What follows belongs to an exercise in optimizing a design on an open flow for small area; a production flow would make more cautious choices.
Only simulation tests tie the RTL to the original design; equivalence was not proved.
Power figures rest on the tool's default switching activity, not on a simulated workload.

## branch_predictor
module branch_predictor (
  input  logic        clk,
  input  logic        reset,
  input  logic [31:0] pc,
  output logic        pred_taken,
  output logic [31:0] pred_pc,
  input  logic        upd_en,
  input  logic [31:0] upd_pc,
  input  logic        upd_taken,
  input  logic [31:0] upd_target,
  input  logic        upd_mispredict,
  output logic [31:0] hit_cnt,
  output logic [31:0] mispred_cnt
);
clock: 7.0 ns
lec_check: 0
cap_margin: 20
core_margin: 2
core_utilization: 40
setup_slack_margin: 0.2
slew_margin: 20
synth_hierarchical: 1
standard.sh (not shown) runs the stock make flow with config.mk's settings and CLKGATE_MAP_FILE= SYNTH_SCRIPT=/design/flow/synth_recipe.tcl, a recipe that flattens the netlist after the stock synthesis.
==> flow/flow/run.sh <==
#!/bin/bash
set -euo pipefail
cd "$(dirname "$0")/.."
export BUFFER_PORTS_ARGS="-buffer_cell sky130_fd_sc_hd__buf_1"
export CTS_ARGS="-sink_clustering_enable -repair_clock_nets -sink_clustering_size 28 -sink_clustering_max_diameter 100 -dont_use_dummy_load"
bash standard.sh > standard_flow.log 2>&1
Edit:
--- a/flow/flow/run.sh
+++ b/flow/flow/run.sh
@@ -3,0 +4 @@
+bash standard.sh synth > standard_synth.log 2>&1
@@ -5,0 +7 @@
+export DONT_USE_CELLS="sky130_fd_sc_hd__buf_4 sky130_fd_sc_hd__buf_6 sky130_fd_sc_hd__buf_8 sky130_fd_sc_hd__buf_12 sky130_fd_sc_hd__buf_16 sky130_fd_sc_hd__clkbuf_4 sky130_fd_sc_hd__clkbuf_8"
- PLACE_DENSITY: default -> 0.75
Result: The new run completed without violations; fmax drops slightly; worst setup slack loses 110 ps; cell area hardly moves; die area stays the same; clock skew climbs by 20 ps; hold slack hardly moves; critical path depth climbs by 1; cell count drops slightly.
Edit:
==> flow/flow/run.sh (replaced) <==
#!/bin/bash
set -euo pipefail
cd "$(dirname "$0")/.."
export BUFFER_PORTS_ARGS="-buffer_cell sky130_fd_sc_hd__buf_1"
export CTS_ARGS="-sink_clustering_enable -repair_clock_nets -sink_clustering_size 30 -sink_clustering_max_diameter 60 -dont_use_dummy_load"
bash standard.sh > standard_flow.log 2>&1
- PLACE_DENSITY: 0.75 -> default
Die area is unchanged.
Combinational power hardly moves.
Area after synthesis is unchanged.
Power grows by roughly a tenth.
Edit:
==> flow/run.sh (new file) <==
#!/bin/bash
# synth_recipe.tcl (not shown) runs the flow's synth.tcl, then flattens the netlist and writes it again
# the make line also repeats each setting of config.mk as NAME=value (left out here)
make -C /OpenROAD-flow-scripts/flow DESIGN_CONFIG=/design/flow/config.mk WORK_HOME=/design/flow/orfs CLKGATE_MAP_FILE= SYNTH_SCRIPT=/design/flow/synth_recipe.tcl finish
- CTS_CLUSTER_DIAMETER: default -> 80
- CTS_CLUSTER_SIZE: default -> 30
removed: flow/flow/run.sh
removed: flow/standard.sh
Effect:
- routed wire length stays flat
- critical path depth rises by 4
- global-route usage hardly moves

---

The RTL this note starts from:
==> flow/design.v <==
module bp_oai22 (
  input  logic a1, a2, b1, b2,
  output logic y
);
  assign y = ~((a1 | a2) & (b1 | b2));
endmodule
module bp_aoi222 (
  input  logic a1, a2, b1, b2, c1, c2,
  output logic y
);
  assign y = ~((a1 & a2) | (b1 & b2) | (c1 & c2));
endmodule
module bp_rd16 (
  input  logic [15:0] sel,
  input  logic [15:0] d,
  output logic        y
);
  logic [5:0] t;
  for (genvar g = 0; g < 5; g++) begin : g_aoi
    bp_aoi222 u_aoi (
      .a1(sel[3*g]),   .a2(d[3*g]),
      .b1(sel[3*g+1]), .b2(d[3*g+1]),
      .c1(sel[3*g+2]), .c2(d[3*g+2]),
      .y(t[g])
    );
  end
  assign t[5] = ~(sel[15] & d[15]);
  assign y = ~&t;
endmodule
module bp_dec16 (
  input  logic [3:0]  a,
  output logic [15:0] y
);
  for (genvar i = 0; i < 16; i++) begin : g_y
    assign y[i] = (a == 4'(i));
  end
endmodule
module bp_eq26 (
  input  logic [25:0] a,
  input  logic [25:0] b,
  output logic        eq
);
  assign eq = ~|(a ^ b);
endmodule
module branch_predictor (
  input  logic        clk,
  input  logic        reset,
  input  logic [31:0] pc,
  output logic        pred_taken,
  output logic [31:0] pred_pc,
  input  logic        upd_en,
  input  logic [31:0] upd_pc,
  input  logic        upd_taken,
  input  logic [31:0] upd_target,
  input  logic        upd_mispredict,
  output logic [31:0] hit_cnt,
  output logic [31:0] mispred_cnt
);
  localparam int DEPTH = 16;
  localparam int EW = 59;
  logic [DEPTH-1:0] r_valid;
  logic [DEPTH-1:0] r_tk;       
  logic [EW-1:0]    r_ent   [DEPTH];
  logic [EW-1:0]    w_ent_d [DEPTH];
  logic             r_ph;
  logic [31:0] r_hit_cnt;
  logic [31:0] r_mispred_cnt;
  logic [DEPTH-1:0] w_rsel, w_usel;
  logic             w_rtk, w_uvalid, w_utk;
  logic [EW-1:0]    w_rent, w_uent;
  logic             w_req, w_ueq, w_uhit;
  logic [1:0]       w_ucnt, w_ucnt_next;
  logic [EW-1:0]    w_wdata;
  logic [25:0]      w_rtag_x;
  assign hit_cnt     = r_hit_cnt;
  assign mispred_cnt = r_mispred_cnt;
  bp_dec16 u_rdec (.a(pc[5:2]),     .y(w_rsel));
  bp_dec16 u_udec (.a(upd_pc[5:2]), .y(w_usel));
  logic [DEPTH-1:0] w_col [EW];
  for (genvar b = 0; b < EW; b++) begin : g_col
    for (genvar i = 0; i < DEPTH; i++) begin : g_row
      assign w_col[b][i] = r_ent[i][b];
    end
    if (b < 58) begin : g_rd
      bp_rd16 u_rd (.sel(w_rsel), .d(w_col[b]), .y(w_rent[b]));
    end else begin : g_nord
      assign w_rent[b] = 1'b0;
    end
    if (b < 26 || b == 58) begin : g_ud
      bp_rd16 u_ud (.sel(w_usel), .d(w_col[b]), .y(w_uent[b]));
    end else begin : g_noud
      assign w_uent[b] = 1'b0;
    end
  end
  bp_rd16 u_rd_tk (.sel(w_rsel), .d(r_tk),    .y(w_rtk));
  bp_rd16 u_ud_tk (.sel(w_usel), .d(r_tk),    .y(w_utk));
  bp_rd16 u_ud_v  (.sel(w_usel), .d(r_valid), .y(w_uvalid));
  assign w_wdata = {w_ucnt_next[0], upd_target, upd_pc[31:6]} ^ {EW{r_ph}};
  assign w_rtag_x = pc[31:6] ^ {26{r_ph}};
  bp_eq26 u_req (.a(w_rent[25:0]), .b(w_rtag_x),     .eq(w_req));
  bp_eq26 u_ueq (.a(w_uent[25:0]), .b(w_wdata[25:0]), .eq(w_ueq));
  assign w_uhit     = w_uvalid & w_ueq;
  assign w_ucnt     = {w_utk, w_uent[58] ^ r_ph};
  assign pred_taken = w_rtk & w_req;
  assign pred_pc    = pred_taken ? w_rent[57:26] ^ {32{r_ph}}
                                 : {pc[31:2] + 30'd1, pc[1:0]};
  always_comb begin
    if (!w_uhit)        w_ucnt_next = 2'd2;
    else if (upd_taken) w_ucnt_next = (w_ucnt == 2'd3) ? 2'd3 : w_ucnt + 2'd1;
    else                w_ucnt_next = (w_ucnt == 2'd0) ? 2'd0 : w_ucnt - 2'd1;
  end
  wire w_upd   = upd_en & ~reset;
  wire w_alloc = w_upd & upd_taken;
  wire w_cwr   = w_upd & (upd_taken | w_uhit);
  for (genvar i = 0; i < DEPTH; i++) begin : g_wr
    wire we  = w_alloc & w_usel[i];
    wire cwe = w_cwr & w_usel[i];
    for (genvar b = 0; b < EW; b++) begin : g_bit
      if (b < 58) begin : g_tt
        bp_oai22 u_hold (.a1(~we), .a2(w_wdata[b]), .b1(we), .b2(r_ent[i][b]),
                         .y(w_ent_d[i][b]));
      end else begin : g_cn
        bp_oai22 u_hold (.a1(~cwe), .a2(w_wdata[b]), .b1(cwe), .b2(r_ent[i][b]),
                         .y(w_ent_d[i][b]));
      end
    end
  end
  always_ff @(posedge clk) begin
    r_ph <= ~r_ph & ~reset;
    for (int i = 0; i < DEPTH; i++) begin
      r_ent[i] <= w_ent_d[i];
      if (reset) begin
        r_valid[i] <= 1'b0;
        r_tk[i]    <= 1'b0;
      end else begin
        if (w_alloc & w_usel[i]) r_valid[i] <= 1'b1;
        if (w_cwr & w_usel[i])   r_tk[i]    <= w_ucnt_next[1];
      end
    end
  end
  always_ff @(posedge clk) begin
    if (reset) begin
      r_hit_cnt     <= '0;
      r_mispred_cnt <= '0;
    end else if (upd_en) begin
      if (w_uhit)         r_hit_cnt     <= r_hit_cnt + 32'd1;
      if (upd_mispredict) r_mispred_cnt <= r_mispred_cnt + 32'd1;
    end
  end
endmodule
Settings: LEC_CHECK=0, CAP_MARGIN=20, CORE_MARGIN=2, CORE_UTILIZATION=40, SETUP_SLACK_MARGIN=0.2, SLEW_MARGIN=20, SYNTH_HIERARCHICAL=1; clock period 7.0 ns.
==> flow/flow/run.sh <==
#!/bin/bash
set -euo pipefail
cd "$(dirname "$0")/.."
export BUFFER_PORTS_ARGS="-buffer_cell sky130_fd_sc_hd__buf_1"
export GPL_KEEP_OVERFLOW=0.3
export CTS_ARGS="-sink_clustering_enable -repair_clock_nets -sink_clustering_size 28 -sink_clustering_max_diameter 100 -dont_use_dummy_load"
bash standard.sh > standard_flow.log 2>&1
Rerun with:
--- a/flow/flow/run.sh
+++ b/flow/flow/run.sh
@@ -4,3 +4,2 @@
 export BUFFER_PORTS_ARGS="-buffer_cell sky130_fd_sc_hd__buf_1"
-export GPL_KEEP_OVERFLOW=0.3
 export CTS_ARGS="-sink_clustering_enable -repair_clock_nets -sink_clustering_size 28 -sink_clustering_max_diameter 100 -dont_use_dummy_load"
CORE_UTILIZATION = 50   (was 40)
Die area decreases by 20%.
Worst hold slack hardly moves.
Clock-buffer cell count came out lower by 1.

what the ideal ports hide:
Ports are ideal in the flow. The routed layouts listed here were re-timed in OpenROAD. Step 1 sets driving cells, clkbuf_16 on the clock port and buf_2 on the other inputs (assumed; they add their load-dependent delay and slew). Step 2 moves the port delays by t, midway between the first and last clock arrival at a register: inputs arrive t later, outputs are due t later. That takes back most of the time a late clock gives input paths. Three values: ideal ports, drivers, drivers and shift; two values: the first two.
run | t (ns) | setup WS [ns] | worst setup path after step 2
the first run of note 1 | 0.684 | 0.277 / 0.256 / 0.042 | input to register
the second run of note 1 | 0.697 | 0.164 / 0.138 / 0.138 | input to output
the third run of note 1 | 0.711 | 0.300 / 0.277 / 0.080 | input to register
the fourth run of note 1 | 0.742 | 0.235 / 0.210 / 0.133 | input to register
the first run of note 2 | 0.693 | 0.378 / 0.356 / 0.356 | input to output
the second run of note 2 | 0.700 | 0.202 / 0.176 / 0.176 | input to output
After both steps every run listed still meets setup and hold. For the first run of note 1, which loses most, drivers alone change the setup slack by -0.021 ns; drivers and shift together by -0.235 ns.
